Source: an optimization exercise on an open RTL-to-GDS flow (aim: small area and a short achievable clock period). Production flows keep margins and buffers that such runs may drop.
Where RTL was checked, it was by simulation tests only, not by an equivalence proof against the original.
Function not checked in runs 1 and 2: the RTL went through the layout flow alone.
Power is estimated from default activity; no workload was simulated.

## flow/run.sh

```bash
#!/bin/bash
# synth_recipe.tcl (not shown) runs the flow's synth.tcl, then flattens the netlist and writes it again
# the make line also repeats each setting of config.mk as NAME=value (left out here)
make -C /OpenROAD-flow-scripts/flow DESIGN_CONFIG=/design/flow/config.mk WORK_HOME=/design/flow/orfs CLKGATE_MAP_FILE= SYNTH_SCRIPT=/design/flow/synth_recipe.tcl finish
```

## flow/config.mk

```make
export PLATFORM = sky130hd
export DESIGN_NAME = zic_mmr_ctrl
export DESIGN_NICKNAME = zic_mmr_ctrl
export VERILOG_FILES = /design/flow/design.v
export SDC_FILE = /design/flow/constraint.sdc
export NUM_CORES = 4
export LEC_CHECK = 0
export CAP_MARGIN = 20
export CORE_MARGIN = 2
export CORE_UTILIZATION = 40
export PLACE_DENSITY = 0.6
export SLEW_MARGIN = 20
export SYNTH_HIERARCHICAL = 1
```

## flow/constraint.sdc

```tcl
create_clock -name core_clock -period 4.0 [get_ports {zic_clk}]
set_input_delay 0.8000 -clock core_clock [delete_from_list [all_inputs] [get_ports {zic_clk}]]
set_output_delay 0.8000 -clock core_clock [all_outputs]
set_load 0.01 [all_outputs]
```

## flow/design.v

```verilog
`timescale 1ns/100ps
package zic_pkg;
	localparam int ZIC_ADDR_W = 16;
	localparam int ZIC_DATA_W = 32;
	localparam int ZIC_BYTE_W = 8;
	localparam int ZIC_IDX_W  = 6;
	typedef logic [ZIC_ADDR_W-1:0] zic_addr_t;
	typedef logic [ZIC_DATA_W-1:0] zic_data_t;
	typedef logic [ZIC_BYTE_W-1:0] zic_byte_t;
	typedef logic [ZIC_IDX_W-1:0]  zic_irq_idx_t;
	localparam int ZIC_OFS_W      = 2;
	localparam int ZIC_REG_STRIDE = 4;
	typedef logic [ZIC_OFS_W-1:0] zic_reg_sel_e;
	localparam zic_reg_sel_e ZIC_SEL_IP   = 2'd0;
	localparam zic_reg_sel_e ZIC_SEL_IE   = 2'd1;
	localparam zic_reg_sel_e ZIC_SEL_ATTR = 2'd2;
	localparam zic_reg_sel_e ZIC_SEL_CTL  = 2'd3;
	localparam zic_byte_t ZIC_ATTR_VAL = 8'hC0;
	localparam zic_byte_t ZIC_CTL_RST_TOP  = 8'hFF;
	localparam int        ZIC_CTL_RST_STEP = 4;
	function automatic logic [ZIC_BYTE_W-1:0] zic_ctl_reset_value(input logic [31:0] idx);
		logic [31:0] dec;
		dec = ZIC_CTL_RST_STEP * idx;
		zic_ctl_reset_value = ZIC_CTL_RST_TOP - dec[ZIC_BYTE_W-1:0];
	endfunction
endpackage
`timescale 1ns/100ps
module zic_mmr_decode (
	input  logic src_i,
	input  logic src_n_i,
	input  logic wdt_i,
	input  logic wdt_n_i,
	input  logic ctl_ld_n_i,    
	input  logic ctl_wr_i,      
	input  logic ip_set_i,      
	input  logic ip_wr_n_i,     
	input  logic ie_set_i,      
	input  logic ie_wr_n_i,     
	output logic ctl_ld_o,
	output logic ctl_hold_o,
	output logic ip_set_n_o,
	output logic ip_keep_n_o,
	output logic ie_set_n_o,
	output logic ie_keep_n_o
);
	assign ctl_ld_o    = !(src_n_i || ctl_ld_n_i);
	assign ctl_hold_o  = !((src_i && ctl_wr_i) || wdt_i);
	assign ip_set_n_o  = !(src_i && ip_set_i);
	assign ip_keep_n_o = !((src_n_i || ip_wr_n_i) && wdt_n_i);
	assign ie_set_n_o  = !(src_i && ie_set_i);
	assign ie_keep_n_o = !((src_n_i || ie_wr_n_i) && wdt_n_i);
endmodule
module zic_mmr_dec_src (
	input  logic a_n_i,
	input  logic b_n_i,
	input  logic c_n_i,
	output logic src_o
);
	assign src_o = !(a_n_i || b_n_i || c_n_i);
endmodule
module zic_mmr_dec_inv (
	input  logic a_i,
	output logic y_o
);
	assign y_o = !a_i;
endmodule
`timescale 1ns/100ps
module zic_pend_en_bank (
	input  logic zic_clk,
	input  logic zic_rst,
	input  logic set_n_i,
	input  logic keep_n_i,
	input  logic vld_i,
	input  logic hw_i,
	output logic q_o
);
	always_ff @(posedge zic_clk or negedge zic_rst)
	begin
		if (!zic_rst)
			q_o <= 1'b0;
		else
			q_o <= !set_n_i || (!keep_n_i && (vld_i ? hw_i : q_o));
	end
endmodule
`timescale 1ns/100ps
module zic_level_bank #(
	parameter logic RST_VAL = 1'b1
)
(
	input  logic zic_clk,
	input  logic zic_rst,
	input  logic ld_i,
	input  logic hold_i,
	input  logic d_i,
	output logic q_o
);
	always_ff @(posedge zic_clk or negedge zic_rst)
	begin
		if (!zic_rst)
			q_o <= RST_VAL;
		else
			q_o <= (ld_i & d_i) | (hold_i & q_o);
	end
endmodule
`timescale 1ns/100ps
module zic_mmr_readback #(
	parameter int NUM_IRQ = 48
)
(
	input  logic [NUM_IRQ-1:0] sel_i,
	input  logic [NUM_IRQ-1:0] d_i,
	output logic               q_o
);
	localparam int NG = NUM_IRQ / 3;
	logic [NG-1:0] grp_n;
	for (genvar g = 0; g < NG; g++)
	begin : g_grp
		zic_mmr_rb3 u_rb3 (
			.s_i   (sel_i[3*g +: 3]),
			.d_i   (d_i[3*g +: 3]),
			.y_n_o (grp_n[g])
		);
	end
	assign q_o = !(&grp_n);
endmodule
module zic_mmr_rb3 (
	input  logic [2:0] s_i,
	input  logic [2:0] d_i,
	output logic       y_n_o
);
	assign y_n_o = !(|(s_i & d_i));
endmodule
`timescale 1ns/100ps
module zic_mmr_ctrl #(
	parameter int                 NUM_IRQ  = 48,
	parameter zic_pkg::zic_addr_t MMR_BASE = 16'h1000
)
(
	input  logic                zic_clk,
	input  logic                zic_rst,
	input  logic                wdt_reset_i,
	input  zic_pkg::zic_addr_t  zic_mmr_write_addr_i,
	input  zic_pkg::zic_data_t  zic_mmr_write_data_i,
	input  logic                zic_mmr_write_en_i,
	input  zic_pkg::zic_addr_t  zic_mmr_read_addr_i,
	input  logic                zic_mmr_read_en_i,
	input  logic [NUM_IRQ-1:0]  zic_int_pending_i,
	input  logic                zic_int_pending_valid_i,
	input  logic [NUM_IRQ-1:0]  zic_int_enable_i,
	input  logic                zic_int_enable_valid_i,
	output logic [NUM_IRQ-1:0]  zic_int_en_o,
	output zic_pkg::zic_data_t  zic_mmr_read_data_o,
	output logic                zic_mmr_read_valid_o
);
	localparam int BW = zic_pkg::ZIC_BYTE_W;
	logic [15:0] wa, ra;
	assign wa = zic_mmr_write_addr_i;
	assign ra = zic_mmr_read_addr_i;
	logic wr_blk, rd_blk;
	assign wr_blk = zic_mmr_write_en_i && (wa[15:8] == MMR_BASE[15:8]);
	assign rd_blk = zic_mmr_read_en_i  && (ra[15:8] == MMR_BASE[15:8]);
	logic [3:0] wg1_n, wg2_n, rg1_n, rg2_n;
	logic [2:0] wg3_n, rg3_n;
	for (genvar i = 0; i < 4; i++)
	begin : g_pre
		assign wg1_n[i] = !(wa[3:2] == i);
		assign wg2_n[i] = !(wa[5:4] == i);
		assign rg1_n[i] = !(ra[3:2] == i);
		assign rg2_n[i] = !(ra[5:4] == i);
		if (i < 3)
		begin : g_top
			assign wg3_n[i] = !(wr_blk && wa[7:6] == i);
			assign rg3_n[i] = !(rd_blk && ra[7:6] == i);
		end
	end
	logic wdt, wdt_n;
	logic ctl_wr, ctl_ld_n, ip_wr_n, ip_set, ie_wr_n, ie_set;
	assign wdt      = wdt_reset_i;
	assign wdt_n    = !wdt_reset_i;
	assign ctl_wr   = (wa[1:0] == zic_pkg::ZIC_SEL_CTL);
	assign ctl_ld_n = !(ctl_wr && !wdt_reset_i);
	assign ip_wr_n  = !(wa[1:0] == zic_pkg::ZIC_SEL_IP);
	assign ip_set   = !ip_wr_n && zic_mmr_write_data_i[0] && !wdt_reset_i;
	assign ie_wr_n  = !(wa[1:0] == zic_pkg::ZIC_SEL_IE);
	assign ie_set   = !ie_wr_n && zic_mmr_write_data_i[0] && !wdt_reset_i;
	logic [NUM_IRQ-1:0]    ip_q, ie_q, rd_src;
	logic [NUM_IRQ*BW-1:0] ctl_q;
	for (genvar s = 0; s < NUM_IRQ; s++)
	begin : g_src
		localparam logic [BW-1:0] RST_VAL = zic_pkg::zic_ctl_reset_value(s);
		logic src, src_n;
		logic ctl_ld, ctl_hold, ip_set_n, ip_keep_n, ie_set_n, ie_keep_n;
		zic_mmr_dec_src u_wsrc (
			.a_n_i (wg1_n[s % 4]),
			.b_n_i (wg2_n[(s / 4) % 4]),
			.c_n_i (wg3_n[s / 16]),
			.src_o (src)
		);
		zic_mmr_dec_inv u_wsrc_n (
			.a_i (src),
			.y_o (src_n)
		);
		zic_mmr_dec_src u_rsrc (
			.a_n_i (rg1_n[s % 4]),
			.b_n_i (rg2_n[(s / 4) % 4]),
			.c_n_i (rg3_n[s / 16]),
			.src_o (rd_src[s])
		);
		zic_mmr_decode u_dec (
			.src_i       (src),
			.src_n_i     (src_n),
			.wdt_i       (wdt),
			.wdt_n_i     (wdt_n),
			.ctl_ld_n_i  (ctl_ld_n),
			.ctl_wr_i    (ctl_wr),
			.ip_set_i    (ip_set),
			.ip_wr_n_i   (ip_wr_n),
			.ie_set_i    (ie_set),
			.ie_wr_n_i   (ie_wr_n),
			.ctl_ld_o    (ctl_ld),
			.ctl_hold_o  (ctl_hold),
			.ip_set_n_o  (ip_set_n),
			.ip_keep_n_o (ip_keep_n),
			.ie_set_n_o  (ie_set_n),
			.ie_keep_n_o (ie_keep_n)
		);
		for (genvar b = 0; b < BW; b++)
		begin : g_ctl
			zic_level_bank #(
				.RST_VAL (RST_VAL[b])
			) u_bit (
				.zic_clk (zic_clk),
				.zic_rst (zic_rst),
				.ld_i    (ctl_ld),
				.hold_i  (ctl_hold),
				.d_i     (zic_mmr_write_data_i[b]),
				.q_o     (ctl_q[s*BW + b])
			);
		end
		zic_pend_en_bank u_ip (
			.zic_clk  (zic_clk),
			.zic_rst  (zic_rst),
			.set_n_i  (ip_set_n),
			.keep_n_i (ip_keep_n),
			.vld_i    (zic_int_pending_valid_i),
			.hw_i     (zic_int_pending_i[s]),
			.q_o      (ip_q[s])
		);
		zic_pend_en_bank u_ie (
			.zic_clk  (zic_clk),
			.zic_rst  (zic_rst),
			.set_n_i  (ie_set_n),
			.keep_n_i (ie_keep_n),
			.vld_i    (zic_int_enable_valid_i),
			.hw_i     (zic_int_enable_i[s]),
			.q_o      (ie_q[s])
		);
	end
	assign zic_int_en_o = ie_q;
	logic [BW+1:0] rd_bit;
	for (genvar b = 0; b < BW + 2; b++)
	begin : g_rd
		logic [NUM_IRQ-1:0] col;
		for (genvar s = 0; s < NUM_IRQ; s++)
		begin : g_col
			if (b < BW)
				assign col[s] = ctl_q[s*BW + b];
			else if (b == BW)
				assign col[s] = ie_q[s];
			else
				assign col[s] = ip_q[s];
		end
		zic_mmr_readback #(
			.NUM_IRQ (NUM_IRQ)
		) u_rd (
			.sel_i (rd_src),
			.d_i   (col),
			.q_o   (rd_bit[b])
		);
	end
	logic          valid_q;
	logic          hit_q;
	logic [BW+1:0] rd_q;
	always_ff @(posedge zic_clk or negedge zic_rst)
	begin
		if (!zic_rst)
			valid_q <= 1'b0;
		else
			valid_q <= zic_mmr_read_en_i;
	end
	always_ff @(posedge zic_clk)
	begin
		hit_q <= !(&rg3_n);
		rd_q  <= rd_bit;
	end
	assign zic_mmr_read_valid_o = valid_q;
	assign zic_mmr_read_data_o  = {rd_q[BW-1:0], {2{hit_q}}, 6'd0, 7'd0, rd_q[BW], 7'd0, rd_q[BW+1]};
endmodule
```

==> results of run 1 <==
==> final cells by class <==
cell class | instances | area, um^2 | area share
Tap cell | 748 | 936 | 0.0342
Timing Repair Buffer | 261 | 2520 | 0.0921
Inverter | 49 | 184 | 0.00673
Sequential cell | 492 | 12600 | 0.460
Multi-Input combinational cell | 1229 | 9330 | 0.341
Clock buffer | 80 | 1560 | 0.0571
Clock inverter | 20 | 233 | 0.00851
==> routing by layer <==
layer / wire length (um) / vias up / track usage / share of wire
li1: - / 7938 / - / -
met1: 34100 / 9530 / 0.385 / 0.44
met2: 34000 / 826 / 0.404 / 0.44
met3: 6010 / 139 / 0.0543 / 0.078
met4: 2800 / 0 / 0.0992 / 0.036
met5: 0 / - / 0 / 0
==> power by group through the flow <==
| stage | sequential [mW] | clock (mW) | combinational, mW |
|---|---|---|---|
| after floorplan | 5.17 | 0 | 0.265 |
| after global placement | 5.17 | 0 | 0.835 |
| after detailed placement | 5.17 | 0 | 0.845 |
| after CTS | 5.09 | 5.16 | 0.847 |
| after global routing | 5.09 | 5.38 | 0.913 |
| final | 5.09 | 5.07 | 0.844 |
==> path summary, 6_finish.rpt <==
| check | start | to | slack (ns) | cells past startpoint |
|---|---|---|---|---|
| min reg2reg | g_src[40].g_ctl[7].u_bit.q_o$_DFF_PN0_ | g_src[40].g_ctl[7].u_bit.q_o$_DFF_PN0_ | 0.49 | 1 |
| min in group core_clock | g_src[40].g_ctl[7].u_bit.q_o$_DFF_PN0_ | g_src[40].g_ctl[7].u_bit.q_o$_DFF_PN0_ | 0.49 | 1 |
| max in group asynchronous | zic_rst | g_src[42].u_ip.q_o$_DFF_PN0_ | 2.75 | 2 |
| max | zic_mmr_read_addr_i[5] | rd_q[7]$_DFF_P_ | 0.92 | 7 |
| min | zic_rst | g_src[3].u_ie.q_o$_DFF_PN0_ | 0.17 | 1 |
| max reg2reg | g_src[9].g_ctl[7].u_bit.q_o$_DFF_PN1_ | rd_q[7]$_DFF_P_ | 1.98 | 3 |
==> registers in the layout, summed over array words and instances (netlist names) <==
register               cells
valid_q                    1
hit_q                      1
rd_q                      10
g_src.g_ctl.u_bit.q_o    384
g_src.u_ie.q_o            48
g_src.u_ip.q_o            48
==> worst register-to-register path: stages (launching register included) <==
cell,delay (ns)
dfstp_2,0.37
a222oi_1,0.58
nand4_1,0.27
or4_1,0.64
==> cells in the final DEF, fill, tap and decap left out, types with 5 or more instances in the layout <==
| master | instances |
|---|---|
| a21oi_1 | 48 |
| nor2_1 | 48 |
| buf_12 | 7 |
| or4_1 | 10 |
| clkdlybuf4s50_1 | 189 |
| o21ai_1 | 192 |
| dfrtp_1 | 225 |
| nand2_1 | 100 |
| clkbuf_1 | 16 |
| clkbuf_16 | 55 |
| mux2i_1 | 96 |
| a222oi_1 | 160 |
| nor3_2 | 96 |
| inv_1 | 48 |
| a22o_1 | 384 |
| or2_2 | 5 |
| clkbuf_8 | 9 |
| dfstp_2 | 256 |
| clkinv_2 | 13 |
| dfxtp_1 | 11 |
| conb_1 | 20 |
| buf_4 | 60 |
| nand4_1 | 42 |
| bufinv_16 | 5 |
| nand2b_1 | 9 |
==> per-stage QoR <==
step	hold WS [ns]	util	std cells	worst slack, ns	power (mW)
finish	0.175	0.497	2879	0.924	11.0
global route	0.225	0.497	2879	0.866	11.4
CTS	0.211	0.497	2879	1.01	11.1
detailed placement	0.479	0.464	2779	0.371	6.01
global placement	0.477	0.464	2779	0.403	6.00
floorplan	0.462	-	1792	0.111	5.43
==> Yosys stat by module, one instance, submodules excluded, a selection <==
module / cell area, um^2 / cells
zic_mmr_ctrl: 694 / 75
zic_pend_en_bank: 40.0 / 3
zic_mmr_decode: 26.3 / 6
zic_mmr_dec_src: 10.0 / 1
zic_mmr_rb3: 10.0 / 1
zic_mmr_dec_inv: 3.75 / 1
==> cell families (layout without fill, tap and decap cells) <==
| kind of cell | Yosys count | in the layout | synth area share |
|---|---|---|---|
| buffers and inverters | 71 | 410 | 0.0158 |
| DFF | 492 | 492 | 0.568 |
| muxes | 96 | 96 | 0.0434 |
| other | 1 | 20 | 0.000169 |
| AOI/OAI and AO/OA | 785 | 785 | 0.279 |
| and+or+nand+nor | 328 | 328 | 0.0942 |
==> metrics.cfg, run 1 <==
[synthesis]
netlist_area_um2=22200
synth_edf_count=0
synth-seq-cells=492
synth_area_leader_cell=dfstp_2
synth_cell_types=27
yosys.area.top_type_share=0.304
async_flop_share=0.978
syn_avg_cell_area_um2=12.5
ys.warnings.count=10
synth_cells=1773
ys.flop_type=dfstp_2
ys_top_cells_by_count=a22o_1 (384), dfstp_2 (256), dfrtp_1 (225)
yosysSeqAreaShare=0.568
synthTopCellsByArea=dfstp_2 (30%), dfrtp_1 (25%), a22o_1 (15%)
synth.most_common_cell=a22o_1

[cells_and_area]
syn2layout_area_growth_pct=23.3
antenna_cells=0
num-fill-cells=4830
drive_gt1_frac=0.245
nNetsFinal=2253
final_area_um2=27300

[global_routing]
antenna_found_initial=0
grt-ovfl-total=0
grt_pass1_wl_um=118000
grt_max_degree=108
grtUsageTotal=0.269
grt_pass1_vias=18432

[routing]
drt_iter0_drc=2199
wirelength_um=76900
drcViolationCount=0
wl_per_cell_um=26.7
firstDrtPassIters=9
vias=18433
vias_per_cell=6.40
ant_nets=0

[cts]
cts.path.max_buffers=3
holdBufCountCts=0
worst_setup_hold_path_clk_slew_ns=0.06
cts.sinks=492
cts-root-buf=clkbuf_16
cts_resized=0
cts_tree=done
numCtsBuffers=53
clk_latency_ns=0.60
htreeDepth=2
cts_setup_buffers=0

[run]
cap_violations=0

[sta]
period_minus_slack_ns=3.08
tns_ns=0
finalCritPeriodShare=0.769
hold_viol=0
slew_headroom=0.339
slew_violations=0
worstMarginPinSlew_ns=0.992
max_freq_mhz=325
fin_skew_ns=0.0152
setup_viol=0
rsz0062_at_grt=no

[critical_path]
cpPeakStageDelay_ns=0.60
cp_cell_sequence=clkdlybuf4s50_1, nand2b_1, buf_4, nor3_2, a222oi_1, nand4_1, or4_1
end_kind=flip-flop
arrival_ns=3.53
crit_slowest_cell=clkdlybuf4s50_1
crit_fanout=12
cp-start-kind=input pin
cp_top_family=simple AND/OR/NAND/NOR gates
crit_type=in -> reg
crit_buf_inv=2
crit_required_ns=4.45

[floorplan]
coreArea_um2=55000
fp-row-count=86
die_w_um=239
num_io_pins=248
start_util=0.403
dieArea_um2=57300
die_h_um=239

[place]
place_area_um2=25500
globalplace.congestion=0.937
port_buffers=201
dp_hpwl_um=52600

[power]
power.density_nw_per_um2=403
ir_drop_uv=303
clkPwrFrac=0.461
p_sw_mw=2.65
power.internal_mw=8.35
power_frac_seq=0.462
leakagePower_nw=10.6
p_comb_frac=0.077
p_sw_frac=0.241

[status]
status=timing/DRC/antenna clean

[hold_path]
hp-class=in -> async

==> run 2: changes to the inputs <==
--- a/flow/config.mk
+++ b/flow/config.mk
@@ -9,5 +9,6 @@
 export CORE_MARGIN = 2
 export CORE_UTILIZATION = 40
 export PLACE_DENSITY = 0.6
+export SETUP_SLACK_MARGIN = 2.0
 export SLEW_MARGIN = 20
 export SYNTH_HIERARCHICAL = 1
==> run 2 against run 1 <==
Compared with the run above: still clean on timing, DRC and antenna; clock power down 2%; count of clock-buffer cells in the layout shrank 6; maximum frequency increased by 14%; critical path depth up 2; largest cell class unchanged; highest routed layer unchanged.
==> metrics.cfg, run 2 <==
[cts]
htreeDepth=2  ; unchanged
cts_tree=done
clk_latency_ns=0.60  ; about the same
worst_setup_hold_path_clk_slew_ns=0.07  ; about the same
numCtsBuffers=52  ; -1.9%
cts-root-buf=clkbuf_16
cts.path.max_buffers=3  ; unchanged
holdBufCountCts=0  ; unchanged
cts.sinks=492  ; unchanged

[critical_path]
path_depth=9  ; +2
cpPeakStageDelay_ns=0.64  ; +0.04 ns
r2r_start=g_src[9].u_ie.q_o$_DFF_PN0_
cp_cell_sequence=buf_6, nor2b_4, nand4_1, buf_12, nor3_4, buf_4, a222oi_1, nand4_1, or4_1
timing.rr.end=rd_q[8]$_DFF_P_
crit_type=in -> reg
reg2reg_depth=4  ; +1
arrival_ns=3.16  ; -0.37 ns
cp-start-kind=input pin
cp_top_family=simple AND/OR/NAND/NOR gates
crit_slowest_cell=a222oi_1
crit_fanout=6  ; -6
crit_top_cell=nand4_1
crit_required_ns=4.47  ; +0.02 ns
end_kind=flip-flop
reg2reg_slack_ns=1.84  ; -0.14 ns
crit_buf_inv=3  ; +1

[power]
ir_drop_uv=341  ; +12%
leakagePower_nw=12.9  ; +22%
power.density_nw_per_um2=362  ; -10%
p_total_mw=11.0  ; +0.43%

[global_routing]
antenna_found_initial=1  ; +1
grtUsageTotal=0.285  ; +0.0155
grt_pass1_wl_um=124000  ; +5.0%
grt-ovfl-total=0  ; unchanged
grt_pass1_vias=19187  ; +4.1%
grt_max_degree=111  ; +2.8%

[hold_path]
hp-class=in -> async

[cells_and_area]
largest_register=g_src.g_ctl.u_bit.q_o
seqCellArea_um2=12600  ; +0.11%
num-fill-cells=4586  ; -5.1%
nNetsFinal=2477  ; +9.9%
layout_commonest_cell=a22o_1
final_area_um2=30600  ; +12%
layout_common_cells=a22o_1 (384), dfstp_2 (256), dfrtp_1 (224)
drive_gt1_frac=0.436  ; +0.191
multi_input_area_um2=10700  ; +14%
largest_reg_flops=384  ; unchanged
reg_top3=g_src.g_ctl.u_bit.q_o x384, g_src.u_ie.q_o x48, g_src.u_ip.q_o x48
syn2layout_area_growth_pct=37.9

[synthesis]
netlist_area_um2=22200  ; unchanged
synth-seq-cells=492  ; unchanged
synth_cell_types=27  ; unchanged
synth.most_common_cell=a22o_1
yosysSeqAreaShare=0.568  ; unchanged
synth_cells=1773  ; unchanged
synth_edf_count=0  ; unchanged
yosys.area.top_type_share=0.304  ; unchanged
ys.flop_type=dfstp_2
synth_area_leader_cell=dfstp_2
syn_avg_cell_area_um2=12.5  ; unchanged
synthTopCellsByArea=dfstp_2 (30%), dfrtp_1 (25%), a22o_1 (15%)
async_flop_share=0.978  ; unchanged
ys.warnings.count=10  ; unchanged
ys_top_cells_by_count=a22o_1 (384), dfstp_2 (256), dfrtp_1 (225)

[floorplan]
dieArea_um2=57300  ; unchanged
start_util=0.403  ; unchanged
die_w_um=239  ; unchanged
coreArea_um2=55000  ; unchanged
num_io_pins=248  ; unchanged
fp-row-count=86  ; unchanged
die_h_um=239  ; unchanged

[run]
cap_violations=0  ; unchanged

[sta]
hold_viol=0  ; unchanged
setup_viol=0  ; unchanged
fin_skew_ns=0.0162  ; +0.00106 ns
max_freq_mhz=372  ; +14%
slew_headroom=0.235  ; -0.103
finalCritPeriodShare=0.672  ; -0.0972
tns_ns=0  ; unchanged
period_minus_slack_ns=2.69  ; -0.389 ns
slew_violations=0  ; unchanged
rsz0062_at_grt=yes
fin_hold_ws_ns=0.307  ; +0.132 ns
worstMarginPinSlew_ns=1.15  ; +0.155 ns

[routing]
wirelength_um=84000  ; +9.2%
firstDrtPassIters=7  ; -2
ant_nets=0  ; unchanged
drcViolationCount=0  ; unchanged
vias_per_cell=6.38  ; -0.43%
vias=19769  ; +7.2%
wl_per_cell_um=27.1  ; +1.4%
drt_iter0_drc=2682  ; +22%

[place]
place_area_um2=26000  ; +1.7%
globalplace.congestion=0.876  ; -6.6%
dp_hpwl_um=53100  ; +1.0%
port_buffers=201  ; unchanged

[status]
status=timing/DRC/antenna clean

## run 2: changes by cell type in the layout (fill, tap and decap cells not counted), sizes merged, moves of 3 or more
cell and change:
buf +298, clkbuf -3, clkdlybuf4s15 +6, clkdlybuf4s50 -93, clkinvlp +4, dlygate4sd2 +6
## run 2: kinds of logic after synthesis
| kind of cell | Yosys count | synth area share |
|---|---|---|
| AOI/OAI and AO/OA | 785 | 0.279 |
| buffers and inverters | 71 | 0.0158 |
| muxes | 96 | 0.0434 |
| other | 1 | 0.000169 |
| DFF | 492 | 0.568 |
| and+or+nand+nor | 328 | 0.0942 |
## run 2: cell type report
| class | count | area share |
|---|---|---|
| Sequential cell | 492 | 0.412 |
| Multi-Input combinational cell | 1232 | 0.349 |
| Inverter | 49 | 0.00614 |
| Antenna cell | 1 | 0.0000819 |
| Tap cell | 748 | 0.0306 |
| Clock buffer | 74 | 0.0496 |
| Clock inverter | 22 | 0.00712 |
| Timing Repair Buffer | 483 | 0.145 |
## run 2: stage by stage
stage               std cells   util  setup slack [ns]
floorplan                1792      -              1.15
global placement         2802  0.472             0.286
detailed placement       2802  0.472             0.253
CTS                      3008  0.533              1.43
global route             3100  0.556              1.41
finish                   3101  0.556              1.31
## run 2: what timing repair did
action,in CTS,in global routing
setup endpoints to repair,551,461
setup buffers,107,89
resized for setup,563,140
pin swaps,107,153
endpoints found under the hold margin,0,0
gates cloned,3,3
## run 2: metal layers
layer,GRT usage,vias up,wire (um)
met5,0,-,0
li1,-,8427,-
met1,0.414,10107,35700
met2,0.428,1079,37000
met4,0.0917,0,3050
met3,0.0545,156,8220
## run 2: worst max path at each step
stage,to,startpoint,slack [ns]
2_1_floorplan,rd_q[0]$_DFF_P_,zic_mmr_read_en_i,1.15
3_3_place_gp,rd_q[9]$_DFF_P_,zic_mmr_read_addr_i[12],0.29
3_5_place_dp,rd_q[9]$_DFF_P_,zic_mmr_read_addr_i[12],0.25
4_1_cts,rd_q[9]$_DFF_P_,zic_mmr_read_addr_i[12],1.43
5_1_grt,rd_q[9]$_DFF_P_,zic_mmr_read_addr_i[12],1.41
6_report,rd_q[0]$_DFF_P_,zic_mmr_read_en_i,1.31
## run 2: per-module statistics from Yosys (local to each module, per instance), a selection
module / cells inside / flip-flops and latches
zic_mmr_rb3: 1 / 0
zic_mmr_dec_src: 1 / 0
zic_pend_en_bank: 3 / 1
zic_mmr_dec_inv: 1 / 0
zic_mmr_ctrl: 75 / 12
zic_mmr_decode: 6 / 0
## run 2: power breakdown
part           switching [mW]  internal, mW
sequential             0.0339          5.04
combinational           0.664         0.358
clock                    2.06          2.89
total                    2.76          8.29
==> run 3: changes to the inputs <==
--- a/flow/design.v
+++ b/flow/design.v
@@ -109,6 +109,7 @@
 (
 	input  logic [NUM_IRQ-1:0] sel_i,
 	input  logic [NUM_IRQ-1:0] d_i,
+	input  logic               blk_n_i,
 	output logic               q_o
 );
 	localparam int NG = NUM_IRQ / 3;
@@ -121,7 +122,46 @@
 			.y_n_o (grp_n[g])
 		);
 	end
-	assign q_o = !(&grp_n);
+	logic [3:0] or4;
+	logic [1:0] nor2;
+	for (genvar k = 0; k < 4; k++)
+	begin : g_n4
+		zic_mmr_rb_nand4 u_n4 (
+			.a_i (grp_n[4*k +: 4]),
+			.y_o (or4[k])
+		);
+	end
+	for (genvar k = 0; k < 2; k++)
+	begin : g_n2
+		zic_mmr_rb_nor2 u_n2 (
+			.a_i (or4[2*k +: 2]),
+			.y_o (nor2[k])
+		);
+	end
+	zic_mmr_rb_aoi u_out (
+		.a_i     (nor2),
+		.blk_n_i (blk_n_i),
+		.y_o     (q_o)
+	);
+endmodule
+module zic_mmr_rb_nand4 (
+	input  logic [3:0] a_i,
+	output logic       y_o
+);
+	assign y_o = !(&a_i);
+endmodule
+module zic_mmr_rb_nor2 (
+	input  logic [1:0] a_i,
+	output logic       y_o
+);
+	assign y_o = !(|a_i);
+endmodule
+module zic_mmr_rb_aoi (
+	input  logic [1:0] a_i,
+	input  logic       blk_n_i,
+	output logic       y_o
+);
+	assign y_o = !((&a_i) || blk_n_i);
 endmodule
 module zic_mmr_rb3 (
 	input  logic [2:0] s_i,
@@ -169,19 +209,19 @@
 		assign rg2_n[i] = !(ra[5:4] == i);
 		if (i < 3)
 		begin : g_top
-			assign wg3_n[i] = !(wr_blk && wa[7:6] == i);
-			assign rg3_n[i] = !(rd_blk && ra[7:6] == i);
+			assign wg3_n[i] = !(wa[7:6] == i);
+			assign rg3_n[i] = !(ra[7:6] == i);
 		end
 	end
 	logic wdt, wdt_n;
 	logic ctl_wr, ctl_ld_n, ip_wr_n, ip_set, ie_wr_n, ie_set;
 	assign wdt      = wdt_reset_i;
 	assign wdt_n    = !wdt_reset_i;
-	assign ctl_wr   = (wa[1:0] == zic_pkg::ZIC_SEL_CTL);
+	assign ctl_wr   = wr_blk && (wa[1:0] == zic_pkg::ZIC_SEL_CTL);
 	assign ctl_ld_n = !(ctl_wr && !wdt_reset_i);
-	assign ip_wr_n  = !(wa[1:0] == zic_pkg::ZIC_SEL_IP);
+	assign ip_wr_n  = !(wr_blk && wa[1:0] == zic_pkg::ZIC_SEL_IP);
 	assign ip_set   = !ip_wr_n && zic_mmr_write_data_i[0] && !wdt_reset_i;
-	assign ie_wr_n  = !(wa[1:0] == zic_pkg::ZIC_SEL_IE);
+	assign ie_wr_n  = !(wr_blk && wa[1:0] == zic_pkg::ZIC_SEL_IE);
 	assign ie_set   = !ie_wr_n && zic_mmr_write_data_i[0] && !wdt_reset_i;
 	logic [NUM_IRQ-1:0]    ip_q, ie_q, rd_src;
 	logic [NUM_IRQ*BW-1:0] ctl_q;
@@ -258,6 +298,8 @@
 	end
 	assign zic_int_en_o = ie_q;
 	logic [BW+1:0] rd_bit;
+	logic          rd_hit;
+	assign rd_hit = rd_blk && !(ra[7] && ra[6]);
 	for (genvar b = 0; b < BW + 2; b++)
 	begin : g_rd
 		logic [NUM_IRQ-1:0] col;
@@ -273,9 +315,10 @@
 		zic_mmr_readback #(
 			.NUM_IRQ (NUM_IRQ)
 		) u_rd (
-			.sel_i (rd_src),
-			.d_i   (col),
-			.q_o   (rd_bit[b])
+			.sel_i   (rd_src),
+			.d_i     (col),
+			.blk_n_i (!rd_blk),
+			.q_o     (rd_bit[b])
 		);
 	end
 	logic          valid_q;
@@ -290,7 +333,7 @@
 	end
 	always_ff @(posedge zic_clk)
 	begin
-		hit_q <= !(&rg3_n);
+		hit_q <= rd_hit;
 		rd_q  <= rd_bit;
 	end
 	assign zic_mmr_read_valid_o = valid_q;
==> flow/flow/run.sh (new file) <==
#!/bin/bash
# Standard ORFS layout, with small plain buffers on the ports instead of the
# delay cell that buffer_ports picks by default.
set -e
export BUFFER_PORTS_ARGS="-buffer_cell sky130_fd_sc_hd__buf_2"
bash standard.sh > standard.log 2>&1
==> flow/standard.sh (new file) <==
#!/bin/bash
# synth_recipe.tcl (not shown) runs the flow's synth.tcl, then flattens the netlist and writes it again
# the make line also repeats each setting of config.mk as NAME=value (left out here)
make -C /OpenROAD-flow-scripts/flow DESIGN_CONFIG=/design/flow/config.mk WORK_HOME=/design/flow/orfs CLKGATE_MAP_FILE= SYNTH_SCRIPT=/design/flow/synth_recipe.tcl "${@:-finish}"
--- a/flow/config.mk
+++ b/flow/config.mk
@@ -9,6 +9,5 @@
 export CORE_MARGIN = 2
 export CORE_UTILIZATION = 40
 export PLACE_DENSITY = 0.6
-export SETUP_SLACK_MARGIN = 2.0
 export SLEW_MARGIN = 20
 export SYNTH_HIERARCHICAL = 1
removed: flow/run.sh
==> run 3 against run 2 <==
Compared with the run above: die area up 0.51%; non-clock buffer count decreased by 237; synthesized area up 0.51%; highest routed layer unchanged; sequential share of layout area rose by 6.2 points; clock power increased by about 10%; sequential power about the same; count of clock-buffer cells in the layout decreased by 4; utilization is 7.4 points lower; synthesized cell count increased by 1.5%; worst hold slack got worse by 0.16 ns.
==> metrics.cfg, run 3 <==
[critical_path]
arrival_ns=3.29  ; +0.13 ns
crit_required_ns=4.47  ; about the same
crit_type=in -> reg
end_kind=flip-flop
cp-start-kind=input pin
crit_fanout=11  ; +5

[routing]
drt_iter0_drc=2589  ; -3.5%
ant_nets=0  ; unchanged
drcViolationCount=0  ; unchanged
vias_per_cell=6.54  ; +2.5%
firstDrtPassIters=8  ; +1
vias=18897  ; -4.4%
wl_per_cell_um=28.0  ; +3.4%
wirelength_um=80900  ; -3.6%

[place]
dp_hpwl_um=53800  ; +1.4%
port_buffers=201  ; unchanged
globalplace.congestion=0.904  ; +3.2%

[cts]
htreeDepth=2  ; unchanged
cts.sinks=492  ; unchanged
cts-root-buf=clkbuf_16
holdBufCountCts=0  ; unchanged
cts_tree=done
worst_setup_hold_path_clk_slew_ns=0.06  ; about the same
cts_resized=0  ; -100%
clk_latency_ns=0.60  ; about the same
cts.path.max_buffers=3  ; unchanged
numCtsBuffers=53  ; +1.9%
cts_setup_buffers=0  ; -100%

[floorplan]
die_h_um=240  ; +0.25%
dieArea_um2=57600  ; +0.51%
coreArea_um2=55100  ; +0.20%
num_io_pins=248  ; unchanged
start_util=0.404  ; +0.00128
die_w_um=240  ; +0.25%
fp-row-count=86  ; unchanged

[cells_and_area]
drive_gt1_frac=0.333  ; -0.103
reg_top3=g_src.g_ctl.u_bit.q_o x384, g_src.u_ie.q_o x48, g_src.u_ip.q_o x48
nNetsFinal=2264  ; -8.6%
largest_register=g_src.g_ctl.u_bit.q_o
syn2layout_area_growth_pct=19.2
largest_reg_flops=384  ; unchanged
layout_common_cells=a22o_1 (384), dfstp_2 (256), dfrtp_1 (225)
layout_commonest_cell=a22o_1

[sta]
rsz0062_at_grt=no
hold_viol=0  ; unchanged
fin_hold_ws_ns=0.148  ; -0.159 ns
setup_viol=0  ; unchanged
slew_headroom=0.233  ; -0.00213
slew_violations=0  ; unchanged
fin_skew_ns=0.0179  ; +0.00170 ns
period_minus_slack_ns=2.82  ; +0.132 ns
finalCritPeriodShare=0.705  ; +0.0330
worstMarginPinSlew_ns=1.15  ; +0.00320 ns
tns_ns=0  ; unchanged
max_freq_mhz=355  ; -4.7%

[synthesis]
ys.flop_type=dfstp_2
syn_avg_cell_area_um2=12.4  ; -0.94%
ys_top_cells_by_count=a22o_1 (384), dfstp_2 (256), dfrtp_1 (225)
yosys.area.top_type_share=0.302  ; -0.00155
synth.most_common_cell=a22o_1
ys.warnings.count=10  ; unchanged
synth_cell_types=31  ; +15%
yosysSeqAreaShare=0.565  ; -0.00290
synth_cells=1799  ; +1.5%
netlist_area_um2=22300  ; +0.51%
synth-seq-cells=492  ; unchanged
synth_edf_count=0  ; unchanged
async_flop_share=0.978  ; unchanged
synthTopCellsByArea=dfstp_2 (30%), dfrtp_1 (25%), a22o_1 (15%)
synth_area_leader_cell=dfstp_2

[power]
power.density_nw_per_um2=427  ; +18%
ir_drop_uv=359  ; +5.4%
leakagePower_nw=10.6  ; -18%
p_total_mw=11.3  ; +2.5%

[global_routing]
grt_pass1_wl_um=122000  ; -1.4%
grt-ovfl-total=0  ; unchanged
grt_pass1_vias=18666  ; -2.7%
grtUsageTotal=0.279  ; -0.00536
antenna_found_initial=1  ; unchanged
grt_max_degree=115  ; +3.6%

[run]
cap_violations=0  ; unchanged

[status]
status=timing/DRC/antenna clean

[hold_path]
hp-class=in -> async

run 3: cell count changes after synthesis, sizes merged, moves of 2 or more:
cell / before / now
a21oi: 48 / 58
nand2b: 10 / 13
nand4b: 4 / 1
nor2: 50 / 69
nor3: 96 / 98
nor4b: 4 / 2
or4: 10 / 0
or4b: 0 / 2
run 3: routing by layer:
metal  GRT usage  up-vias  share of wire
met5           0        -              0
met4      0.0775        0          0.029
met3      0.0563      162          0.094
met2       0.422     1090           0.44
met1       0.407     9642           0.44
li1            -     8003              -
run 3: path summary, 6_finish.rpt:
kind                                                        from  slack, ns  depth (start not counted)                                     to
setup / recovery                          zic_mmr_read_addr_i[4]       1.18                          7                        rd_q[9]$_DFF_P_
hold / removal                                           zic_rst       0.15                          1           g_src[37].u_ip.q_o$_DFF_PN0_
setup reg to reg                     g_src[0].u_ip.q_o$_DFF_PN0_       2.09                          4                        rd_q[9]$_DFF_P_
hold reg to reg            g_src[8].g_ctl[5].u_bit.q_o$_DFF_PN0_       0.50                          1  g_src[8].g_ctl[5].u_bit.q_o$_DFF_PN0_
max in group asynchronous                                zic_rst       2.77                          2            g_src[1].u_ie.q_o$_DFF_PN0_
min in group core_clock                        zic_mmr_read_en_i       0.34                          1                      valid_q$_DFF_PN0_
run 3: area by class of cell:
cell class | count | area, um^2
Antenna cell | 2 | 5.00
Clock buffer | 70 | 1490
Clock inverter | 29 | 447
Fill cell | 5012 | 28500
Inverter | 49 | 184
Multi-Input combinational cell | 1255 | 9460
Sequential cell | 492 | 12600
Tap cell | 748 | 936
Timing Repair Buffer | 246 | 1450
run 3: stage by stage:
stage / setup slack [ns] / instances / instance area, um^2 / util
2_1_floorplan: 0.303 / 1818 / 22400 / -
3_3_place_gp: 0.717 / 2790 / 24600 / 0.447
3_5_place_dp: 0.683 / 2790 / 24600 / 0.447
4_1_cts: 1.32 / 2889 / 26500 / 0.482
5_1_grt: 1.16 / 2889 / 26500 / 0.482
6_report: 1.18 / 2891 / 26500 / 0.482
run 3: power breakdown:
group	leakage [nW]	total (mW)	internal (mW)	switching, mW
clock network	0.938	5.45	3.33	2.11
logic	3.84	0.780	0.201	0.579
registers	5.80	5.10	5.04	0.0511
total	10.6	11.3	8.58	2.74
run 3: cell families after synthesis:
kind of cell           after synthesis  synth area share
AOI/OAI and AO/OA                  795             0.281
DFF                                492             0.565
buffers and inverters               71            0.0157
other                                1          0.000168
muxes                               96            0.0431
and+or+nand+nor                    344            0.0952
run 3: critical path: stages:
cell,delay (ns)
buf_2,0.10
nand2b_1,0.71
nor3_2,0.29
a222oi_1,0.54
nand4_1,0.34
nor2_1,0.34
a21oi_2,0.13
run 3: modules after synthesis, one instance, submodules excluded, a selection:
module,flip-flops and latches,cells inside
zic_mmr_ctrl,12,81
zic_pend_en_bank,1,3
zic_mmr_decode,0,6
zic_mmr_dec_src,0,1
zic_mmr_rb3,0,1
zic_mmr_rb_aoi,0,1
zic_mmr_rb_nand4,0,1
zic_mmr_dec_inv,0,1
zic_mmr_rb_nor2,0,1
==> run 4: changes to the inputs <==
--- a/flow/config.mk
+++ b/flow/config.mk
@@ -8,6 +8,8 @@
 export CAP_MARGIN = 20
 export CORE_MARGIN = 2
 export CORE_UTILIZATION = 40
+export CTS_BUF_LIST = sky130_fd_sc_hd__clkbuf_4 sky130_fd_sc_hd__clkbuf_8
 export PLACE_DENSITY = 0.6
+export SETUP_SLACK_MARGIN = 1.5
 export SLEW_MARGIN = 20
 export SYNTH_HIERARCHICAL = 1
==> run 4 against run 3 <==
Compared with the run above: synthesized area unchanged; routed wire length is 2.4% higher; cell count up 2.1%; synthesized cell count did not move; count of clock-buffer cells in the layout increased by 66; die area is the same; worst setup slack better by 0.26 ns; final area up 0.53%; first-iteration DRC count up 6.8%; sequential power about the same.
==> metrics.cfg, run 4 <==
[sta]
fin_hold_ws_ns=0.160  ; +0.0117 ns
hold_viol=0  ; unchanged
finalCritPeriodShare=0.639  ; -0.0655
rsz0062_at_grt=yes
slew_violations=0  ; unchanged
slew_headroom=0.262  ; +0.0289
worstMarginPinSlew_ns=1.11  ; -0.0433 ns
setup_viol=0  ; unchanged
fin_skew_ns=0.0251  ; +0.00711 ns
tns_ns=0  ; unchanged
max_freq_mhz=391  ; +10%
fin_ws_ns=1.44  ; +0.262 ns
period_minus_slack_ns=2.56  ; -0.262 ns

[power]
p_comb_frac=0.072  ; +0.003
clkPwrFrac=0.468  ; -0.013
ir_drop_uv=237  ; -34%
power.internal_mw=8.32  ; -3.1%
p_sw_mw=2.78  ; +1.2%
power.density_nw_per_um2=416  ; -2.5%
power_frac_seq=0.460  ; +0.010
p_sw_frac=0.250  ; +0.00796
leakagePower_nw=10.8  ; +1.7%

[critical_path]
crit_buf_inv=1  ; unchanged
path_depth=7  ; unchanged
cp_cell_sequence=buf_2, nand2_1, nor3_2, a222oi_1, nand4_1, nor2_1, a21oi_2
reg2reg_depth=4  ; unchanged
end_kind=flip-flop
endpoint=rd_q[8]$_DFF_P_
crit_fanout=10  ; -1
reg2reg_slack_ns=1.98  ; -0.11 ns
cp_top_family=simple AND/OR/NAND/NOR gates
crit_required_ns=4.54  ; +0.07 ns
crit_slowest_cell=a222oi_1
r2r_start=g_src[47].u_ip.q_o$_DFF_PN0_
arrival_ns=3.10  ; -0.19 ns
cp-start-kind=input pin
crit_type=in -> reg
timing.rr.end=rd_q[9]$_DFF_P_
cpPeakStageDelay_ns=0.72  ; about the same
critPathLaunch=zic_mmr_read_addr_i[5]

[cells_and_area]
layout_common_cells=a22o_1 (384), dfstp_2 (256), dfrtp_1 (225)
largest_reg_flops=384  ; unchanged
nNetsFinal=2301  ; +1.6%
reg_top3=g_src.g_ctl.u_bit.q_o x384, g_src.u_ie.q_o x48, g_src.u_ip.q_o x48
layout_commonest_cell=a22o_1
syn2layout_area_growth_pct=19.8
drive_gt1_frac=0.359  ; +0.0257
utilization=0.484  ; +0.00254
largest_register=g_src.g_ctl.u_bit.q_o

[routing]
vias_per_cell=6.46  ; -1.1%
ant_nets=0  ; unchanged
vias=19083  ; +0.98%
wl_per_cell_um=28.1  ; +0.24%
wirelength_um=82800  ; +2.4%
drt_iter0_drc=2764  ; +6.8%
firstDrtPassIters=10  ; +2
drcViolationCount=0  ; unchanged

[hold_path]
hp-class=in -> async

[synthesis]
ys.flop_type=dfstp_2
synth-seq-cells=492  ; unchanged
ys_top_cells_by_count=a22o_1 (384), dfstp_2 (256), dfrtp_1 (225)
netlist_area_um2=22300  ; unchanged
yosys.area.top_type_share=0.302  ; unchanged
synth_cell_types=31  ; unchanged
ys.warnings.count=10  ; unchanged
synth.most_common_cell=a22o_1
synth_cells=1799  ; unchanged
synth_edf_count=0  ; unchanged
synth_area_leader_cell=dfstp_2
syn_avg_cell_area_um2=12.4  ; unchanged
synthTopCellsByArea=dfstp_2 (30%), dfrtp_1 (25%), a22o_1 (15%)
yosysSeqAreaShare=0.565  ; unchanged
async_flop_share=0.978  ; unchanged

[status]
status=timing/DRC/antenna clean

[cts]
cts.path.max_buffers=3  ; unchanged
cts-root-buf=clkbuf_8
clk_latency_ns=0.66  ; +0.06 ns
cts.sinks=492  ; unchanged
cts_tree=done
holdBufCountCts=0  ; unchanged
worst_setup_hold_path_clk_slew_ns=0.07  ; about the same
htreeDepth=3  ; +1
numCtsBuffers=84  ; +58%

[global_routing]
grt_pass1_wl_um=123000  ; +0.91%
grt_pass1_vias=18865  ; +1.1%
grtUsageTotal=0.286  ; +0.00682
antenna_found_initial=2  ; +1
grt_max_degree=107  ; -7.0%
grt-ovfl-total=0  ; unchanged

[place]
globalplace.congestion=0.896  ; -0.86%
port_buffers=201  ; unchanged
pre_cts_ws_ns=0.713  ; +0.0296 ns
dp_hpwl_um=54200  ; +0.74%

[floorplan]
die_w_um=240  ; unchanged
fp-row-count=86  ; unchanged
start_util=0.404  ; unchanged
die_h_um=240  ; unchanged
dieArea_um2=57600  ; unchanged
coreArea_um2=55100  ; unchanged
num_io_pins=248  ; unchanged

[run]
cap_violations=0  ; unchanged

## run 4: cell counts after synthesis
Identical to the previous run, type by type.
## run 4: worst min-delay path by stage
stage / startpoint / to / slack, ns / depth (start not counted)
2_1_floorplan: g_src[12].g_ctl[4].u_bit.q_o$_DFF_PN0_ / g_src[12].g_ctl[4].u_bit.q_o$_DFF_PN0_ / 0.46 / 1
3_3_place_gp: g_src[21].g_ctl[2].u_bit.q_o$_DFF_PN0_ / g_src[21].g_ctl[2].u_bit.q_o$_DFF_PN0_ / 0.48 / 1
3_5_place_dp: g_src[9].g_ctl[2].u_bit.q_o$_DFF_PN0_ / g_src[9].g_ctl[2].u_bit.q_o$_DFF_PN0_ / 0.48 / 1
4_1_cts: zic_rst / g_src[13].u_ie.q_o$_DFF_PN0_ / 0.20 / 1
5_1_grt: zic_rst / g_src[13].u_ie.q_o$_DFF_PN0_ / 0.20 / 1
6_report: zic_rst / g_src[13].u_ie.q_o$_DFF_PN0_ / 0.16 / 1
## run 4: kinds of logic (layout without fill, tap and decap cells)
| kind of cell | after synthesis | in the layout | share of synthesized area |
|---|---|---|---|
| flip-flops | 492 | 492 | 0.565 |
| AO/OA/AOI/OAI | 795 | 795 | 0.281 |
| AND/OR/NAND/NOR | 344 | 344 | 0.0952 |
| other | 1 | 22 | 0.000168 |
| buffers and inverters | 71 | 455 | 0.0157 |
| multiplexers | 96 | 96 | 0.0431 |
## run 4: layout make-up
| cell class | count | area (um^2) |
|---|---|---|
| antenna | 2 | 5.00 |
| clock buffer | 136 | 1690 |
| clock inverter | 18 | 249 |
| fill | 5071 | 28400 |
| inverter | 49 | 184 |
| multi-input combinational | 1255 | 9530 |
| sequential | 492 | 12600 |
| tap | 748 | 936 |
| timing repair buffer | 252 | 1520 |
## run 4: repair_timing
item,4_1_cts,5_1_grt
endpoints found under the hold margin,0,0
resized for setup,1,13
setup endpoints to repair,1,16
setup buffers,0,0
## run 4: Yosys stat by module, one instance, submodules excluded, excerpt
module	area, um^2	cells inside
zic_mmr_dec_src	10.0	1
zic_mmr_rb_nand4	6.26	1
zic_pend_en_bank	40.0	3
zic_mmr_rb3	10.0	1
zic_mmr_decode	26.3	6
zic_mmr_ctrl	721	81
zic_mmr_rb_nor2	3.75	1
zic_mmr_rb_aoi	8.76	1
zic_mmr_dec_inv	3.75	1
## run 4: through the flow
stage	power (mW)	instance area [um^2]	std cells
3_3_place_gp	5.95	24700	2796
3_5_place_dp	5.96	24700	2796
6_report	11.1	26700	2952
5_1_grt	11.5	26700	2950
2_1_floorplan	5.46	22400	1818
4_1_cts	11.2	26600	2950
## run 4: power groups by stage
stage                     clock network [mW]  logic [mW]  registers (mW)
after floorplan                            0       0.291            5.17
after global placement                     0       0.773            5.18
after global routing                    5.50       0.857            5.10
after CTS                               5.28       0.787            5.10
final                                   5.20       0.797            5.10
after detailed placement                   0       0.784            5.18
## run 4: routing by layer
layer / track usage / share of wire
met2: 0.423 / 0.44
met4: 0.0888 / 0.028
met5: 0 / 0.00028
met3: 0.0947 / 0.11
met1: 0.397 / 0.43
==> run 5: changes to the inputs <==
==> flow/flow/run.sh (replaced) <==
#!/bin/bash
# Standard ORFS layout (the standard.sh) with:
#  - small plain buffers on the ports instead of the delay cell that
#    buffer_ports picks by default;
#  - clock tree built from clkbuf_16 sink clusters, without dummy loads.
set -e
export BUFFER_PORTS_ARGS="-buffer_cell sky130_fd_sc_hd__buf_2"
export CTS_ARGS="-sink_clustering_enable -repair_clock_nets -dont_use_dummy_load -buf_list sky130_fd_sc_hd__clkbuf_16 -sink_clustering_size 25 -sink_clustering_max_diameter 80"
bash standard.sh > standard.log 2>&1
==> flow/config.mk (replaced) <==
export PLATFORM = sky130hd
export DESIGN_NAME = zic_mmr_ctrl
export DESIGN_NICKNAME = zic_mmr_ctrl
export VERILOG_FILES = /design/flow/design.v
export SDC_FILE = /design/flow/constraint.sdc
export NUM_CORES = 4
export LEC_CHECK = 0
export CAP_MARGIN = 20
export CORE_MARGIN = 2
export CORE_UTILIZATION = 60
export PLACE_DENSITY = 0.75
export SETUP_SLACK_MARGIN = 1.8
export SLEW_MARGIN = 20
export SYNTH_HIERARCHICAL = 1
==> run 5 against run 4 <==
Compared with the run above: die area fell by 33%; non-clock buffer count rose by 65; global-route usage rose by 9.5 points; clock power fell by 49%; utilization rose by 23 points; sequential power barely moved; first-iteration DRC count rose by 8.6%; via count rose by 1.7%; cell count fell by 12%; critical endpoint is now rd_q[5]$_DFF_P_.
==> metrics.cfg, run 5 <==
[cells_and_area]
largest_reg_flops=384  ; unchanged
utilization=0.718  ; +0.234
nNetsFinal=2310  ; +0.39%
multi_input_area_um2=10100  ; +5.7%
largest_register=g_src.g_ctl.u_bit.q_o
reg_top3=g_src.g_ctl.u_bit.q_o x384, g_src.u_ie.q_o x48, g_src.u_ip.q_o x48
syn2layout_area_growth_pct=18.0
drive_gt1_frac=0.374  ; +0.0154
antenna_cells=0  ; -2
layout_common_cells=a22o_1 (384), dfstp_2 (256), dfrtp_1 (225)
seqCellArea_um2=12600  ; unchanged
num-fill-cells=2579  ; -49%
layout_commonest_cell=a22o_1

[cts]
cts.sinks=492  ; unchanged
htreeDepth=1  ; -2
numCtsBuffers=24  ; -71%
cts-root-buf=clkbuf_16
cts.path.max_buffers=3  ; unchanged
worst_setup_hold_path_clk_slew_ns=0.10  ; +0.03 ns
cts_tree=done
clk_latency_ns=0.57  ; -0.09 ns

[critical_path]
r2r_start=g_src[18].u_ip.q_o$_DFF_PN0_
crit_slowest_cell=a222oi_1
cp-start-kind=input pin
reg2reg_slack_ns=2.04  ; +0.06 ns
arrival_ns=2.77  ; -0.33 ns
crit_type=in -> reg
critPathLaunch=zic_mmr_read_addr_i[6]
cpPeakStageDelay_ns=0.49  ; -0.23 ns
timing.rr.end=rd_q[9]$_DFF_P_
crit_required_ns=4.45  ; -0.09 ns
crit_fanout=10  ; unchanged
cp_cell_sequence=buf_8, nand2b_4, buf_4, nor3_2, buf_6, a222oi_1, nand4_1, nor2_2, a21oi_2
end_kind=flip-flop
reg2reg_depth=4  ; unchanged

[place]
port_buffers=201  ; unchanged
dp_hpwl_um=49200  ; -9.3%
globalplace.congestion=0.886  ; -1.1%
pre_cts_ws_ns=0.826  ; +0.113 ns

[routing]
vias=19410  ; +1.7%
firstDrtPassIters=9  ; -1
drcViolationCount=0  ; unchanged
ant_nets=0  ; unchanged
drt_iter0_drc=3001  ; +8.6%
vias_per_cell=7.44  ; +15%
wl_per_cell_um=29.0  ; +3.5%
wirelength_um=75800  ; -8.5%

[synthesis]
yosysSeqAreaShare=0.565  ; unchanged
synthTopCellsByArea=dfstp_2 (30%), dfrtp_1 (25%), a22o_1 (15%)
ys_top_cells_by_count=a22o_1 (384), dfstp_2 (256), dfrtp_1 (225)
synth_compound_area_frac=0.281  ; unchanged
synth-simple-area-share=0.0952  ; unchanged
synth-seq-cells=492  ; unchanged
synth_cell_types=31  ; unchanged
ys.flop_type=dfstp_2
netlist_area_um2=22300  ; unchanged
synth.area.mux_share=0.0431  ; unchanged
yosys.area.top_type_share=0.302  ; unchanged
synth_cells=1799  ; unchanged
synthAdderAreaFrac=0  ; unchanged
synthXorXnorAreaFrac=0  ; unchanged
ys.warnings.count=10  ; unchanged
syn_avg_cell_area_um2=12.4  ; unchanged
synth_area_leader_cell=dfstp_2
synth_top_family_by_area=compound AO/OA/AOI/OAI gates
synth_edf_count=0  ; unchanged
synth.most_common_cell=a22o_1
async_flop_share=0.978  ; unchanged

[power]
ir_drop_uv=327  ; +38%
leakagePower_nw=10.8  ; about the same
p_total_mw=8.61  ; -22%
power.density_nw_per_um2=327  ; -21%

[global_routing]
grt_max_degree=119  ; +11%
antenna_found_initial=0  ; -2
grt_pass1_vias=18552  ; -1.7%
grtUsageTotal=0.381  ; +0.0948
grt_pass1_wl_um=112000  ; -8.7%
grt-ovfl-total=0  ; unchanged

[floorplan]
coreArea_um2=36600  ; -34%
fp-row-count=70  ; -19%
die_h_um=197  ; -18%
die_w_um=197  ; -18%
num_io_pins=248  ; unchanged
start_util=0.608  ; +0.204
dieArea_um2=38700  ; -33%

[sta]
max_freq_mhz=432  ; +10%
rsz0062_at_grt=yes
slew_violations=0  ; unchanged
fin_skew_ns=0.0444  ; +0.0193 ns
slew_headroom=0.201  ; -0.0613
period_minus_slack_ns=2.32  ; -0.241 ns
finalCritPeriodShare=0.579  ; -0.0604
hold_viol=0  ; unchanged
fin_ws_ns=1.68  ; +0.241 ns
setup_viol=0  ; unchanged
worstMarginPinSlew_ns=1.20  ; +0.0919 ns
tns_ns=0  ; unchanged

[status]
status=timing/DRC/antenna clean

[run]
cap_violations=0  ; unchanged

[hold_path]
hp-class=in -> async

run 5: cell counts after synthesis:
No cell type changed its count.
run 5: through the flow:
| stage | std cells | area, um^2 | hold slack (ns) |
|---|---|---|---|
| 6_report | 2609 | 26300 | 0.143 |
| 4_1_cts | 2561 | 25300 | 0.180 |
| 5_1_grt | 2609 | 26300 | 0.182 |
| 3_5_place_dp | 2512 | 24300 | 0.479 |
| 2_1_floorplan | 1818 | 22400 | 0.462 |
| 3_3_place_gp | 2511 | 24300 | 0.477 |
run 5: logic make-up after synthesis:
kind of cell | Yosys count
flops | 492
simple gates | 344
buf+inv | 71
other cells | 1
mux | 96
compound gates | 795
run 5: worst max path at each step:
| stage | cells after the start | endpoint | slack [ns] |
|---|---|---|---|
| detailed placement | 8 | rd_q[5]$_DFF_P_ | 0.83 |
| global route | 8 | rd_q[3]$_DFF_P_ | 1.68 |
| global placement | 7 | rd_q[9]$_DFF_P_ | 0.88 |
| CTS | 8 | rd_q[5]$_DFF_P_ | 1.72 |
| finish | 9 | rd_q[5]$_DFF_P_ | 1.68 |
| floorplan | 4 | g_src[10].g_ctl[3].u_bit.q_o$_DFF_PN0_ | 0.68 |
run 5: power breakdown:
part / switching (mW) / internal [mW] / leakage, nW
Combinational: 0.620 / 0.275 / 4.65
Clock: 1.55 / 1.07 / 0.296
Sequential: 0.0432 / 5.04 / 5.80
Total: 2.22 / 6.39 / 10.8
run 5: area by class of cell:
| type | count | area share |
|---|---|---|
| Inverter | 49 | 0.00700 |
| Tap cell | 468 | 0.0223 |
| Clock buffer | 24 | 0.0228 |
| Sequential cell | 492 | 0.479 |
| Timing Repair Buffer | 317 | 0.0861 |
| Multi-Input combinational cell | 1259 | 0.383 |
run 5: critical path, delay by kind of cell:
family	cells	cell delay, ns
AND/OR/NAND/NOR	4	0.96
AO/OA/AOI/OAI	2	0.57
buffers and inverters	3	0.41
run 5: per-layer routing:
layer | share of wire | wire length [um] | track usage | vias to the layer above
li1 | - | - | - | 8066
met1 | 0.38 | 29200 | 0.530 | 9744
met2 | 0.45 | 34300 | 0.581 | 1401
met3 | 0.12 | 9320 | 0.103 | 199
met4 | 0.039 | 2970 | 0.136 | 0
met5 | 0 | 0 | 0 | -
run 5: repair_timing:
| action | in CTS | in global routing |
|---|---|---|
| gates cloned | 1 | 4 |
| endpoints found under the setup margin | 442 | 287 |
| hold buffers | 0 | 0 |
| gates resized for setup | 53 | 132 |
| pin swaps | 24 | 44 |
| setup buffers | 24 | 44 |
run 5: Yosys stat by module (local to each module, per instance), a selection:
module            cell area, um^2  flip-flops and latches  copies in the design
zic_mmr_dec_inv              3.75                       0                    48
zic_mmr_rb_aoi               8.76                       0                    10
zic_mmr_dec_src              10.0                       0                    96
zic_mmr_rb_nand4             6.26                       0                    40
zic_mmr_rb3                  10.0                       0                   160
zic_pend_en_bank             40.0                       1                    96
zic_mmr_rb_nor2              3.75                       0                    20
zic_mmr_decode               26.3                       0                    48
zic_mmr_ctrl                  721                      12                     1
==> run 6: changes to the inputs <==
--- a/flow/config.mk
+++ b/flow/config.mk
@@ -9,6 +9,7 @@
 export CORE_MARGIN = 2
 export CORE_UTILIZATION = 60
 export PLACE_DENSITY = 0.75
-export SETUP_SLACK_MARGIN = 1.8
+export SETUP_SLACK_MARGIN = 2.2
 export SLEW_MARGIN = 20
 export SYNTH_HIERARCHICAL = 1
+export TNS_END_PERCENT = 0
==> run 6 against run 5 <==
Compared with the run above: global-route usage increased by 1.4 points; first-iteration DRC count increased by 1.6%; critical endpoint is now rd_q[2]$_DFF_P_; sequential cell count unchanged; via count increased by 0.57%.
==> metrics.cfg, run 6 <==
[synthesis]
synth-seq-cells=492  ; unchanged
syn_avg_cell_area_um2=12.4  ; unchanged
synthXorXnorAreaFrac=0  ; unchanged
synth_compound_area_frac=0.281  ; unchanged
ys_top_cells_by_count=a22o_1 (384), dfstp_2 (256), dfrtp_1 (225)
synth_area_leader_cell=dfstp_2
netlist_area_um2=22300  ; unchanged
synthTopCellsByArea=dfstp_2 (30%), dfrtp_1 (25%), a22o_1 (15%)
synth.most_common_cell=a22o_1
synth_edf_count=0  ; unchanged
yosys.area.top_type_share=0.302  ; unchanged
yosysSeqAreaShare=0.565  ; unchanged
ys.flop_type=dfstp_2
synth_cell_types=31  ; unchanged
synth-simple-area-share=0.0952  ; unchanged
synth.area.mux_share=0.0431  ; unchanged
synthAdderAreaFrac=0  ; unchanged
synth_cells=1799  ; unchanged
async_flop_share=0.978  ; unchanged
ys.warnings.count=10  ; unchanged
synth_top_family_by_area=compound AO/OA/AOI/OAI gates

[routing]
ant_nets=0  ; unchanged
wl_per_cell_um=29.7  ; +2.3%
vias=19520  ; +0.57%
firstDrtPassIters=9  ; unchanged
drcViolationCount=0  ; unchanged
vias_per_cell=7.51  ; +0.99%
drt_iter0_drc=3050  ; +1.6%
wirelength_um=77200  ; +1.8%

[floorplan]
num_io_pins=248  ; unchanged
dieArea_um2=38700  ; unchanged
die_w_um=197  ; unchanged
coreArea_um2=36600  ; unchanged
fp-row-count=70  ; unchanged
start_util=0.608  ; unchanged
die_h_um=197  ; unchanged

[sta]
tns_ns=0  ; unchanged
slew_violations=0  ; unchanged
rsz0062_at_grt=yes
hold_viol=0  ; unchanged
worstMarginPinSlew_ns=0.984  ; -0.214 ns
setup_viol=0  ; unchanged
fin_skew_ns=0.0336  ; -0.0107 ns
slew_headroom=0.344  ; +0.143
finalCritPeriodShare=0.573  ; -0.00641
max_freq_mhz=437  ; +1.1%
period_minus_slack_ns=2.29  ; -0.0256 ns

[cts]
htreeDepth=1  ; unchanged
numCtsBuffers=27  ; +13%
worst_setup_hold_path_clk_slew_ns=0.10  ; about the same
holdBufCountCts=0  ; unchanged
cts.path.max_buffers=3  ; unchanged
cts.sinks=492  ; unchanged
clk_latency_ns=0.60  ; +0.03 ns
cts_tree=done
cts-root-buf=clkbuf_16

[cells_and_area]
syn2layout_area_growth_pct=17.4
layout_common_cells=a22o_1 (384), dfstp_2 (256), dfrtp_1 (225)
layout_commonest_cell=a22o_1
drive_gt1_frac=0.356  ; -0.0181
final_area_um2=26200  ; -0.48%
reg_top3=g_src.g_ctl.u_bit.q_o x384, g_src.u_ie.q_o x48, g_src.u_ip.q_o x48
nNetsFinal=2298  ; -0.52%
largest_reg_flops=384  ; unchanged
num-fill-cells=2573  ; -0.23%
largest_register=g_src.g_ctl.u_bit.q_o

[power]
power.internal_mw=6.49  ; +1.6%
p_sw_frac=0.258  ; about the same
p_sw_mw=2.25  ; +1.5%
p_total_mw=8.74  ; +1.6%
leakagePower_nw=10.7  ; -0.44%
ir_drop_uv=302  ; -7.8%
power.density_nw_per_um2=334  ; +2.0%
p_comb_frac=0.098  ; -0.006
clkPwrFrac=0.319  ; +0.014
power_frac_seq=0.582  ; -0.009

[critical_path]
cp-start-kind=input pin
cp_cell_sequence=buf_4, nand2b_4, buf_12, buf_12, nor3_4, a222oi_1, nand4_1, nor2_1, a21oi_2
crit_type=in -> reg
crit_slowest_cell=nor3_4
crit_top_cell=buf_12
cpPeakStageDelay_ns=0.52  ; +0.03 ns
end_kind=flip-flop
arrival_ns=2.78  ; about the same
crit_fanout=10  ; unchanged
crit_required_ns=4.49  ; +0.04 ns

[hold_path]
hp-class=in -> async

[place]
place_area_um2=24400  ; +0.57%
globalplace.congestion=0.941  ; +6.3%
dp_hpwl_um=50100  ; +1.9%
port_buffers=201  ; unchanged

[global_routing]
grt_pass1_wl_um=117000  ; +4.2%
antenna_found_initial=2  ; +2
grt-ovfl-total=0  ; unchanged
grt_pass1_vias=19075  ; +2.8%
grt_max_degree=104  ; -13%
grtUsageTotal=0.395  ; +0.0140

[run]
cap_violations=0  ; unchanged

[status]
status=timing/DRC/antenna clean

## run 6: repair_timing
item                       CTS  global route
gates cloned                 2             0
resized for setup          123            39
buffers inserted            24             7
pin swaps                   33            17
setup endpoints to repair  551           551
## run 6: kinds of logic after synthesis
| group | count (synthesis) |
|---|---|
| and+or+nand+nor | 344 |
| buffers and inverters | 71 |
| muxes | 96 |
| DFF | 492 |
| AOI/OAI and AO/OA | 795 |
| other | 1 |
## run 6: final timing paths
kind / start / end / slack [ns] / cells past startpoint
max in group asynchronous: zic_rst / g_src[22].g_ctl[4].u_bit.q_o$_DFF_PN0_ / 2.67 / 2
worst min-delay path: zic_rst / valid_q$_DFF_PN0_ / 0.19 / 1
worst max register to register: g_src[24].u_ie.q_o$_DFF_PN0_ / rd_q[8]$_DFF_P_ / 2.10 / 4
min in group core_clock: zic_mmr_read_en_i / valid_q$_DFF_PN0_ / 0.39 / 1
worst max-delay path: zic_mmr_read_addr_i[5] / rd_q[2]$_DFF_P_ / 1.71 / 9
worst min register to register: g_src[42].g_ctl[5].u_bit.q_o$_DFF_PN0_ / g_src[42].g_ctl[5].u_bit.q_o$_DFF_PN0_ / 0.51 / 1
## run 6: power by group through the flow
| stage | sequential (mW) | combinational, mW | clock, mW |
|---|---|---|---|
| after floorplan | 5.17 | 0.290 | 0 |
| after global placement | 5.17 | 0.740 | 0 |
| after detailed placement | 5.17 | 0.755 | 0 |
| after CTS | 5.09 | 0.823 | 2.81 |
| after global routing | 5.09 | 0.911 | 2.99 |
| final | 5.09 | 0.859 | 2.79 |
## run 6: metrics by stage
stage / setup slack (ns) / instances / util / hold slack (ns)
2_1_floorplan: 0.674 / 1818 / - / 0.462
3_3_place_gp: 0.796 / 2537 / 0.667 / 0.477
3_5_place_dp: 0.774 / 2537 / 0.667 / 0.479
4_1_cts: 1.83 / 2590 / 0.707 / 0.226
5_1_grt: 1.74 / 2597 / 0.714 / 0.226
6_report: 1.71 / 2598 / 0.715 / 0.189
## run 6: layer usage
| layer | routed length (um) | vias up | part of all wire | GRT usage |
|---|---|---|---|---|
| met2 | 34300 | 1467 | 0.44 | 0.599 |
| met4 | 3080 | 2 | 0.040 | 0.149 |
| met5 | 10 | - | 0.00013 | 0 |
| met3 | 9740 | 205 | 0.13 | 0.0909 |
| met1 | 30000 | 9833 | 0.39 | 0.560 |
| li1 | - | 8013 | - | - |
## run 6: cell type report
cell class | count | area (um^2) | area share
repair buffers | 304 | 2100 | 0.0805
inverters | 49 | 184 | 0.00703
flip-flops and latches | 492 | 12600 | 0.481
clock buffers | 27 | 676 | 0.0258
well taps | 468 | 586 | 0.0224
diodes | 1 | 2.50 | 0.0000957
multi-input cells | 1257 | 10000 | 0.383
## run 6: modules after synthesis, one instance, submodules excluded, a selection
| module | area (um^2) | flip-flops and latches |
|---|---|---|
| zic_mmr_dec_inv | 3.75 | 0 |
| zic_pend_en_bank | 40.0 | 1 |
| zic_mmr_rb_nor2 | 3.75 | 0 |
| zic_mmr_ctrl | 721 | 12 |
| zic_mmr_dec_src | 10.0 | 0 |
| zic_mmr_rb_aoi | 8.76 | 0 |
| zic_mmr_decode | 26.3 | 0 |
| zic_mmr_rb_nand4 | 6.26 | 0 |
| zic_mmr_rb3 | 10.0 | 0 |
## run 6: worst max-delay path: cells and delay by family
kind,cells,cell delay [ns]
AOI/OAI and AO/OA,2,0.50
buffers and inverters,3,0.47
and+or+nand+nor,4,0.99

[separate check: timing with driven ports]
How much do the figures lean on ideal ports? The routed layouts below were timed once more, with nothing changed but the port constraints.
Step 1 sets driving cells, clkbuf_16 on the clock port and buf_2 on the other inputs (assumed; they add their load-dependent delay and slew).
Step 2 also shifts input and output timing later by t, the mid clock arrival at the registers, as if the neighbouring blocks saw the same clock.
Slacks: ideal / step 1 / step 2; pairs: ideal / step 1.
run | t (ns) | slack for setup (ns) | hold WS [ns] | latest minus earliest clock arrival (ns) | slew at the worst register clock pin (ns)
run 1 | 0.657 | 0.924 / 0.952 / 0.295 | 0.175 / 0.172 / 0.492 | 0.017 / 0.017 | 0.06 / 0.06
run 2 | 0.650 | 1.313 / 1.307 / 0.657 | 0.307 / 0.297 / 0.496 | 0.021 / 0.022 | 0.07 / 0.07
run 3 | 0.649 | 1.181 / 1.163 / 0.514 | 0.148 / 0.148 / 0.498 | 0.020 / 0.021 | 0.06 / 0.06
run 4 | 0.704 | 1.443 / 1.430 / 0.726 | 0.160 / 0.164 / 0.494 | 0.027 / 0.027 | 0.07 / 0.07
run 5 | 0.612 | 1.684 / 1.658 / 1.046 | 0.143 / 0.136 / 0.506 | 0.048 / 0.048 | 0.10 / 0.10
run 6 | 0.640 | 1.710 / 1.707 / 1.067 | 0.189 / 0.181 / 0.506 | 0.042 / 0.042 | 0.10 / 0.10
After both steps every run listed still meets setup and hold. For run 4, which loses most, drivers alone change the setup slack by -0.013 ns; drivers and shift together by -0.717 ns.
